Background: an optimization exercise with open tools, aiming at small area and a short achievable clock period. Do not read the settings as production practice. At most, simulation tests tie the RTL to the original design; equivalence was not proved. Power is estimated from default activity; no workload was simulated.

// idStage
module idStage (
    input  logic                            clk,
    input  logic                            rst,
    input  mips_pkg::instrUnion             inst,
    input  logic [32-1:0]     pc,
    input  logic                            wbWriteEnable,
    input  logic [5-1:0] wbWriteAddr,
    input  logic [32-1:0]     wbWriteData,
    output logic [32-1:0]     rsValue,
    output logic [32-1:0]     rtValue,
    output logic [32-1:0]     extImm,
    output logic [32-1:0]     idData,
    output logic [32-1:0]     branchTarget,
    output logic                            branchTaken,
    output logic                            isBranch
);
==> module rfPredec2, before the edit <==
module rfPredec2 (
    input  logic [1:0] a,
    input  logic       en,
    output logic [3:0] n
);
    for (genvar k = 0; k < 4; k++) begin : g_k
        assign n[k] = ~(en && a == k);
    end
endmodule
==> module rfPredec3, before the edit <==
module rfPredec3 (
    input  logic [2:0] a,
    output logic [7:0] n
);
    for (genvar k = 0; k < 8; k++) begin : g_k
        assign n[k] = ~(a == k);
    end
endmodule
clock: 11.0 ns
lec_check: 0
cap_margin: 20
core_margin: 2
core_utilization: 50
setup_slack_margin: 3
slew_margin: 20
synth_hierarchical: 1
standard.sh (not shown) runs the stock make flow with config.mk's settings and CLKGATE_MAP_FILE= SYNTH_SCRIPT=/design/flow/synth_recipe.tcl, a recipe that flattens the netlist after the stock synthesis.
==> flow/flow/run.sh <==
#!/bin/bash
# Layout flow: the standard ORFS flow (standard.sh, which also runs the
# standard synthesis), with one change: the buffers that buffer_ports puts on
# every input and output port are plain buf_2 cells instead of the delay
# cells it picks by default. make's full output goes to flow_make.log here;
# each ORFS step's log stays under orfs/logs/.
set -euo pipefail
bash standard.sh "BUFFER_PORTS_ARGS=-buffer_cell sky130_fd_sc_hd__buf_2" finish \
    > flow_make.log 2>&1
Rerun with:
--- a/flow/design.v
+++ b/flow/design.v
@@ -335,7 +335,11 @@
     output logic [3:0] n
 );
-    for (genvar k = 0; k < 4; k++) begin : g_k
-        assign n[k] = ~(en && a == k);
-    end
+    logic [1:0] an;
+    rfInv i0 (.a(a[0]), .y(an[0]));
+    rfInv i1 (.a(a[1]), .y(an[1]));
+    rfNand3 d0 (.a(en), .b(an[1]), .c(an[0]), .y(n[0]));
+    rfNand3 d1 (.a(en), .b(an[1]), .c(a[0]),  .y(n[1]));
+    rfNand3 d2 (.a(en), .b(a[1]),  .c(an[0]), .y(n[2]));
+    rfNand3 d3 (.a(en), .b(a[1]),  .c(a[0]),  .y(n[3]));
 endmodule
 module rfPredec3 (
@@ -343,8 +347,27 @@
     output logic [7:0] n
 );
+    logic [2:0] an;
+    for (genvar b = 0; b < 3; b++) begin : g_inv
+        rfInv ib (.a(a[b]), .y(an[b]));
+    end
     for (genvar k = 0; k < 8; k++) begin : g_k
-        assign n[k] = ~(a == k);
+        rfNand3 dk (.a(k[2] ? a[2] : an[2]), .b(k[1] ? a[1] : an[1]), .c(k[0] ? a[0] : an[0]),
+                    .y(n[k]));
     end
 endmodule
+module rfInv (
+    input  logic a,
+    output logic y
+);
+    assign y = ~a;
+endmodule
+module rfNand3 (
+    input  logic a,
+    input  logic b,
+    input  logic c,
+    output logic y
+);
+    assign y = ~(a & b & c);
+endmodule
 module rfNor2 (
     input  logic a,
What happened:
- total power went down slightly
- first-iteration DRC count goes up by a little under a tenth
- clock power fell by a few percent
- routed wire length rose slightly
- clock skew is unchanged
- worst setup slack got worse by 0.13 ns
- combinational power came out lower slightly
- via count climbs slightly
- global-route usage came out higher by 0.29 points
No functional check of the RTL was part of any run of this note.

========
idStage, a different RTL version from the one above (not shown whole).
Size in the first run: ~4600 cells after synthesis, ~270 I/O pins, about 0.047 mm2 of cells after synthesis.
==> flow/design.v (excerpt) <==
module idStage (
    input  logic                            clk,
    input  logic                            rst,
    input  mips_pkg::instrUnion             inst,
    input  logic [32-1:0]     pc,
    input  logic                            wbWriteEnable,
    input  logic [5-1:0] wbWriteAddr,
    input  logic [32-1:0]     wbWriteData,
    output logic [32-1:0]     rsValue,
    output logic [32-1:0]     rtValue,
    output logic [32-1:0]     extImm,
    output logic [32-1:0]     idData,
    output logic [32-1:0]     branchTarget,
    output logic                            branchTaken,
    output logic                            isBranch
);
==> module idComparer, before the edit <==
module idComparer (
    input  logic [32-1:0] a,           
    input  logic [32-1:0] b,           
    input  logic [32-1:0] imm,         
    input  logic                        signedCmp,
    input  logic                        setImm,      
    input  logic                        isSet,       
    input  logic                        data0Other,  
    input  logic                        cEq, cNe, cLtz, cGez, cLez, cGtz, cAlways,
    output logic                        branchTaken,
    output logic                        data0
);
    localparam int W = 32;
    logic eq, neg, zero, ltReg, ltImm, setBit;
    assign eq   = (a == b);
    assign neg  = a[W-1];
    assign zero = ~|a;
    idLess lr (.a(a), .b(b),   .signedCmp(signedCmp), .lt(ltReg));
    idLess li (.a(a), .b(imm), .signedCmp(signedCmp), .lt(ltImm));
    assign setBit = setImm ? ltImm : ltReg;
    assign data0  = isSet ? setBit : data0Other;
    assign branchTaken = (cEq  & eq) | (cNe & ~eq) |
                         (cLtz & neg) | (cGez & ~neg) |
                         (cLez & (neg | zero)) | (cGtz & ~(neg | zero)) |
                         cAlways;
endmodule
==> module regFile, before the edit <==
module regFile (
    input  logic                            clk,
    input  logic                            rst,
    input  logic [5-1:0] readAddrA,
    input  logic [5-1:0] readAddrB,
    output logic [32-1:0]     readDataA,
    output logic [32-1:0]     readDataB,
    input  logic                            writeEnable,
    input  logic [5-1:0] writeAddr,
    input  logic [32-1:0]     writeData
);
    localparam int N = 32;
    localparam int W = 32;
    logic [N-1:1][W-1:0] regs;
    logic [N-1:1][W-1:0] regsNext;
    logic [N-1:1]        wLive;    
    logic [N-1:1]        wSet;     
    logic [N-1:1]        wHold;    
    logic [1:0][N-1:1]   selA, selB;     
    logic                bypA, bypB;
    logic [3:0] nAh, nBh, nWh;
    logic [7:0] nAl, nBl, nWl;
    rfPredec2 pah (.a(readAddrA[4:3]),  .en(1'b1),        .n(nAh));
    rfPredec3 pal (.a(readAddrA[2:0]),  .n(nAl));
    rfPredec2 pbh (.a(readAddrB[4:3]),  .en(1'b1),        .n(nBh));
    rfPredec3 pbl (.a(readAddrB[2:0]),  .n(nBl));
    rfPredec2 pwh (.a(writeAddr[4:3]),  .en(writeEnable), .n(nWh));
    rfPredec3 pwl (.a(writeAddr[2:0]),  .n(nWl));
    for (genvar i = 1; i < N; i++) begin : g_dec
        rfNor2 wl (.a(nWh[i / 8]), .b(nWl[i % 8]), .y(wLive[i]));
        for (genvar h = 0; h < 2; h++) begin : g_half
            rfNor3 sa (.a(nAh[i / 8]), .b(nAl[i % 8]), .c(wLive[i]), .y(selA[h][i]));
            rfNor3 sb (.a(nBh[i / 8]), .b(nBl[i % 8]), .c(wLive[i]), .y(selB[h][i]));
        end
    end
    assign bypA = writeEnable && (writeAddr == readAddrA) && (readAddrA != '0);
    assign bypB = writeEnable && (writeAddr == readAddrB) && (readAddrB != '0);
    assign wSet  = wLive & {(N-1){~rst}};
    assign wHold = ~wLive & {(N-1){~rst}};
    for (genvar i = 1; i < N; i++) begin : g_row
        for (genvar j = 0; j < W; j++) begin : g_bit
            rfHoldBit hb (.q(regs[i][j]), .hold(wHold[i]), .d(writeData[j]), .set(wSet[i]),
                          .y(regsNext[i][j]));
        end
    end
    always_ff @(posedge clk) begin
        regs <= regsNext;
    end
    for (genvar j = 0; j < W; j++) begin : g_read
        logic [N-2:0] col;
        for (genvar i = 1; i < N; i++) begin : g_col
            assign col[i-1] = regs[i][j];
        end
        rfReadBit ra (.d(col), .sel(selA[j / 16]), .wd(writeData[j]), .byp(bypA),
                      .y(readDataA[j]));
        rfReadBit rb (.d(col), .sel(selB[j / 16]), .wd(writeData[j]), .byp(bypB),
                      .y(readDataB[j]));
    end
endmodule
==> module rfReadBit, before the edit <==
module rfReadBit (
    input  logic [32-2:0] d,
    input  logic [32-2:0] sel,
    input  logic                       wd,
    input  logic                       byp,
    output logic                       y
);
    logic [31:0] dAll, sAll;
    logic [3:0]  grp;
    assign dAll = {wd, d};
    assign sAll = {byp, sel};
    for (genvar g = 0; g < 4; g++) begin : g_grp
        rfRead8 r8 (.d(dAll[8*g +: 8]), .sel(sAll[8*g +: 8]), .y(grp[g]));
    end
    logic lo, hi;
    rfNor2  o01 (.a(grp[0]), .b(grp[1]), .y(lo));
    rfNor2  o23 (.a(grp[2]), .b(grp[3]), .y(hi));
    rfNand2 oAll (.a(lo), .b(hi), .y(y));
endmodule
==> module idStage, before the edit <==
module idStage (
    input  logic                            clk,
    input  logic                            rst,
    input  mips_pkg::instrUnion             inst,
    input  logic [32-1:0]     pc,
    input  logic                            wbWriteEnable,
    input  logic [5-1:0] wbWriteAddr,
    input  logic [32-1:0]     wbWriteData,
    output logic [32-1:0]     rsValue,
    output logic [32-1:0]     rtValue,
    output logic [32-1:0]     extImm,
    output logic [32-1:0]     idData,
    output logic [32-1:0]     branchTarget,
    output logic                            branchTaken,
    output logic                            isBranch
);
    logic zeroB, signedExt, jumpReg, jumpImm, isLui, isSet, setImm, setSigned;
    logic cEq, cNe, cLtz, cGez, cLez, cGtz, cAlways;
    logic [32-1:0] rtRaw;      
    logic [32-1:0] immExt;
    logic data0Other, data0;
    logic [32-1:0] idDataOther;
    idController ctrl (
        .inst(inst), .zeroB(zeroB), .signedExt(signedExt), .isBranch(isBranch),
        .jumpReg(jumpReg), .jumpImm(jumpImm), .isLui(isLui), .isSet(isSet),
        .setImm(setImm), .setSigned(setSigned),
        .cEq(cEq), .cNe(cNe), .cLtz(cLtz), .cGez(cGez), .cLez(cLez), .cGtz(cGtz),
        .cAlways(cAlways)
    );
    regFile grf (
        .clk(clk), .rst(rst),
        .readAddrA(inst.rView.rs), .readAddrB(inst.rView.rt),
        .readDataA(rsValue), .readDataB(rtRaw),
        .writeEnable(wbWriteEnable), .writeAddr(wbWriteAddr), .writeData(wbWriteData)
    );
    assign rtValue = zeroB ? '0 : rtRaw;
    idComparer comparer (
        .a(rsValue), .b(rtRaw), .imm(immExt), .signedCmp(setSigned), .setImm(setImm),
        .isSet(isSet), .data0Other(data0Other),
        .cEq(cEq), .cNe(cNe), .cLtz(cLtz), .cGez(cGez), .cLez(cLez), .cGtz(cGtz),
        .cAlways(cAlways), .branchTaken(branchTaken), .data0(data0)
    );
    idOperand operand (
        .imm(inst.iView.imm16), .pc(pc), .signedExt(signedExt), .isLui(isLui),
        .isSet(isSet), .extImm(immExt), .idData(idDataOther)
    );
    assign data0Other = idDataOther[0];
    assign idData = {idDataOther[32-1:1], data0};
    assign extImm = immExt;
    idNextPc nextPc (
        .index26(inst.jView.index26), .pc(pc), .signedExt(signedExt), .rsValue(rsValue),
        .jumpReg(jumpReg), .jumpImm(jumpImm), .branchTarget(branchTarget)
    );
endmodule
==> flow/config.mk <==
export PLATFORM = sky130hd
export DESIGN_NAME = idStage
export DESIGN_NICKNAME = idStage
export VERILOG_FILES = /design/flow/design.v
export SDC_FILE = /design/flow/constraint.sdc
export NUM_CORES = 4
export LEC_CHECK = 0
export CAP_MARGIN = 20
export CORE_MARGIN = 2
export CORE_UTILIZATION = 50
export SETUP_SLACK_MARGIN = 3
export SLEW_MARGIN = 20
export SYNTH_HIERARCHICAL = 1
export TNS_END_PERCENT = 10
==> flow/constraint.sdc <==
create_clock -name core_clock -period 11.0 [get_ports {clk}]
set_input_delay 2.2000 -clock core_clock [delete_from_list [all_inputs] [get_ports {clk}]]
set_output_delay 2.2000 -clock core_clock [all_outputs]
set_load 0.01 [all_outputs]
==> flow/flow/run.sh <==
#!/bin/bash
# Layout flow: the standard ORFS flow (standard.sh, which also runs the
# standard synthesis), with two changes:
#  - the buffers that buffer_ports puts on every input and output port are
#    plain buf_2 cells instead of the delay cells it picks by default;
#  - clock tree synthesis clusters up to 20 sinks per leaf buffer and
#    inserts no dummy loads, for a smaller clock tree.
# make's full output goes to flow_make.log here; each ORFS step's log stays
# under orfs/logs/.
set -euo pipefail
bash standard.sh \
    "BUFFER_PORTS_ARGS=-buffer_cell sky130_fd_sc_hd__buf_2" \
    "CTS_ARGS=-sink_clustering_enable -repair_clock_nets -sink_clustering_size 20 -sink_clustering_max_diameter 100 -dont_use_dummy_load" \
    finish > flow_make.log 2>&1
==> next run, changes <==
--- a/flow/design.v
+++ b/flow/design.v
@@ -119,12 +119,12 @@
     assign cGtz      = (op == opBgtz);
     assign cAlways   = jumpImm || jumpReg || (isRegimm && !rtLtz && !rtGez);
 endmodule
 `timescale 1ns/100ps
 module idComparer (
-    input  logic [32-1:0] a,           
-    input  logic [32-1:0] b,           
+    input  logic [32-1:0] aCmp,        
+    input  logic [32-1:0] bCmp,        
     input  logic [32-1:0] imm,         
     input  logic                        signedCmp,
     input  logic                        setImm,      
     input  logic                        isSet,       
     input  logic                        data0Other,  
@@ -132,15 +132,15 @@
     output logic                        branchTaken,
     output logic                        data0
 );
     localparam int W = 32;
     logic eq, neg, zero, ltReg, ltImm, setBit;
-    assign eq   = (a == b);
-    assign neg  = a[W-1];
-    assign zero = ~|a;
-    idLess lr (.a(a), .b(b),   .signedCmp(signedCmp), .lt(ltReg));
-    idLess li (.a(a), .b(imm), .signedCmp(signedCmp), .lt(ltImm));
+    assign eq   = (aCmp == bCmp);
+    assign neg  = aCmp[W-1];
+    assign zero = ~|aCmp;
+    idLess lr (.a(aCmp), .b(bCmp), .signedCmp(signedCmp), .lt(ltReg));
+    idLess li (.a(aCmp), .b(imm),  .signedCmp(signedCmp), .lt(ltImm));
     assign setBit = setImm ? ltImm : ltReg;
     assign data0  = isSet ? setBit : data0Other;
     assign branchTaken = (cEq  & eq) | (cNe & ~eq) |
                          (cLtz & neg) | (cGez & ~neg) |
                          (cLez & (neg | zero)) | (cGtz & ~(neg | zero)) |
@@ -260,10 +260,12 @@
     input  logic                            rst,
     input  logic [5-1:0] readAddrA,
     input  logic [5-1:0] readAddrB,
     output logic [32-1:0]     readDataA,
     output logic [32-1:0]     readDataB,
+    output logic [32-1:0]     cmpDataA,     
+    output logic [32-1:0]     cmpDataB,     
     input  logic                            writeEnable,
     input  logic [5-1:0] writeAddr,
     input  logic [32-1:0]     writeData
 );
     localparam int N = 32;
@@ -307,13 +309,13 @@
         logic [N-2:0] col;
         for (genvar i = 1; i < N; i++) begin : g_col
             assign col[i-1] = regs[i][j];
         end
         rfReadBit ra (.d(col), .sel(selA[j / 16]), .wd(writeData[j]), .byp(bypA),
-                      .y(readDataA[j]));
+                      .y(readDataA[j]), .yCmp(cmpDataA[j]));
         rfReadBit rb (.d(col), .sel(selB[j / 16]), .wd(writeData[j]), .byp(bypB),
-                      .y(readDataB[j]));
+                      .y(readDataB[j]), .yCmp(cmpDataB[j]));
     end
 endmodule
 module rfHoldBit (
     input  logic q,
     input  logic hold,
@@ -326,11 +328,12 @@
 module rfReadBit (
     input  logic [32-2:0] d,
     input  logic [32-2:0] sel,
     input  logic                       wd,
     input  logic                       byp,
-    output logic                       y
+    output logic                       y,
+    output logic                       yCmp     
 );
     logic [31:0] dAll, sAll;
     logic [3:0]  grp;
     assign dAll = {wd, d};
     assign sAll = {byp, sel};
@@ -339,10 +342,11 @@
     end
     logic lo, hi;
     rfNor2  o01 (.a(grp[0]), .b(grp[1]), .y(lo));
     rfNor2  o23 (.a(grp[2]), .b(grp[3]), .y(hi));
     rfNand2 oAll (.a(lo), .b(hi), .y(y));
+    rfNand2 oCmp (.a(lo), .b(hi), .y(yCmp));
 endmodule
 module rfRead8 (
     input  logic [7:0] d,
     input  logic [7:0] sel,
     output logic       y
@@ -430,10 +434,12 @@
     output logic                            isBranch
 );
     logic zeroB, signedExt, jumpReg, jumpImm, isLui, isSet, setImm, setSigned;
     logic cEq, cNe, cLtz, cGez, cLez, cGtz, cAlways;
     logic [32-1:0] rtRaw;      
+    logic [32-1:0] rsCmp;      
+    logic [32-1:0] rtCmp;
     logic [32-1:0] immExt;
     logic data0Other, data0;
     logic [32-1:0] idDataOther;
     idController ctrl (
         .inst(inst), .zeroB(zeroB), .signedExt(signedExt), .isBranch(isBranch),
@@ -443,16 +449,17 @@
         .cAlways(cAlways)
     );
     regFile grf (
         .clk(clk), .rst(rst),
         .readAddrA(inst.rView.rs), .readAddrB(inst.rView.rt),
-        .readDataA(rsValue), .readDataB(rtRaw),
+        .readDataA(rsValue), .readDataB(rtRaw), .cmpDataA(rsCmp), .cmpDataB(rtCmp),
         .writeEnable(wbWriteEnable), .writeAddr(wbWriteAddr), .writeData(wbWriteData)
     );
     assign rtValue = zeroB ? '0 : rtRaw;
     idComparer comparer (
-        .a(rsValue), .b(rtRaw), .imm(immExt), .signedCmp(setSigned), .setImm(setImm),
+        .aCmp(rsCmp), .bCmp(rtCmp), .imm(immExt),
+        .signedCmp(setSigned), .setImm(setImm),
         .isSet(isSet), .data0Other(data0Other),
         .cEq(cEq), .cNe(cNe), .cLtz(cLtz), .cGez(cGez), .cLez(cLez), .cGtz(cGtz),
         .cAlways(cAlways), .branchTaken(branchTaken), .data0(data0)
     );
     idOperand operand (
The changed run produced a clean layout; worst setup slack degrades by 15 ps; final cell count grows by 0.83%; count of clock-buffer cells in the layout rises by 1; routed wire length came out lower by about 2.4%; die area increases by about 0.5%; global-route usage fell by 1.5 points; core utilization hardly moves; sequential share of layout area drops by 0.11 points; cell area hardly moves.
The RTL of the second run of this note was laid out without a check of its function.

## static timing again, ports no longer ideal
Ports are ideal in the flow. The routed layouts listed here were re-timed in OpenROAD. Step 1 sets driving cells, clkbuf_16 on the clock port and buf_2 on the other inputs (assumed; they add their load-dependent delay and slew). Step 2 times the ports against the registers' clock, not the clock port: input delays grow and output delays shrink by t, the midpoint of the rising clock arrivals with the driver on. Three values: ideal ports, drivers, drivers and shift; two values: the first two.
| run | shift t [ns] | setup slack, ns | worst setup path after step 2 |
|---|---|---|---|
| the first run of note 1 | 0.776 | 2.466 / 2.271 / 2.271 | input to output |
| the second run of note 1 | 0.790 | 2.333 / 2.242 / 2.242 | input to output |
| the first run of note 2 | 0.750 | 2.484 / 2.441 / 2.441 | input to output |
| the second run of note 2 | 0.756 | 2.469 / 2.305 / 2.305 | input to output |
After both steps every run listed still meets setup and hold. For the first run of note 1, which loses most, drivers alone change the setup slack by -0.195 ns; drivers and shift together by -0.195 ns.
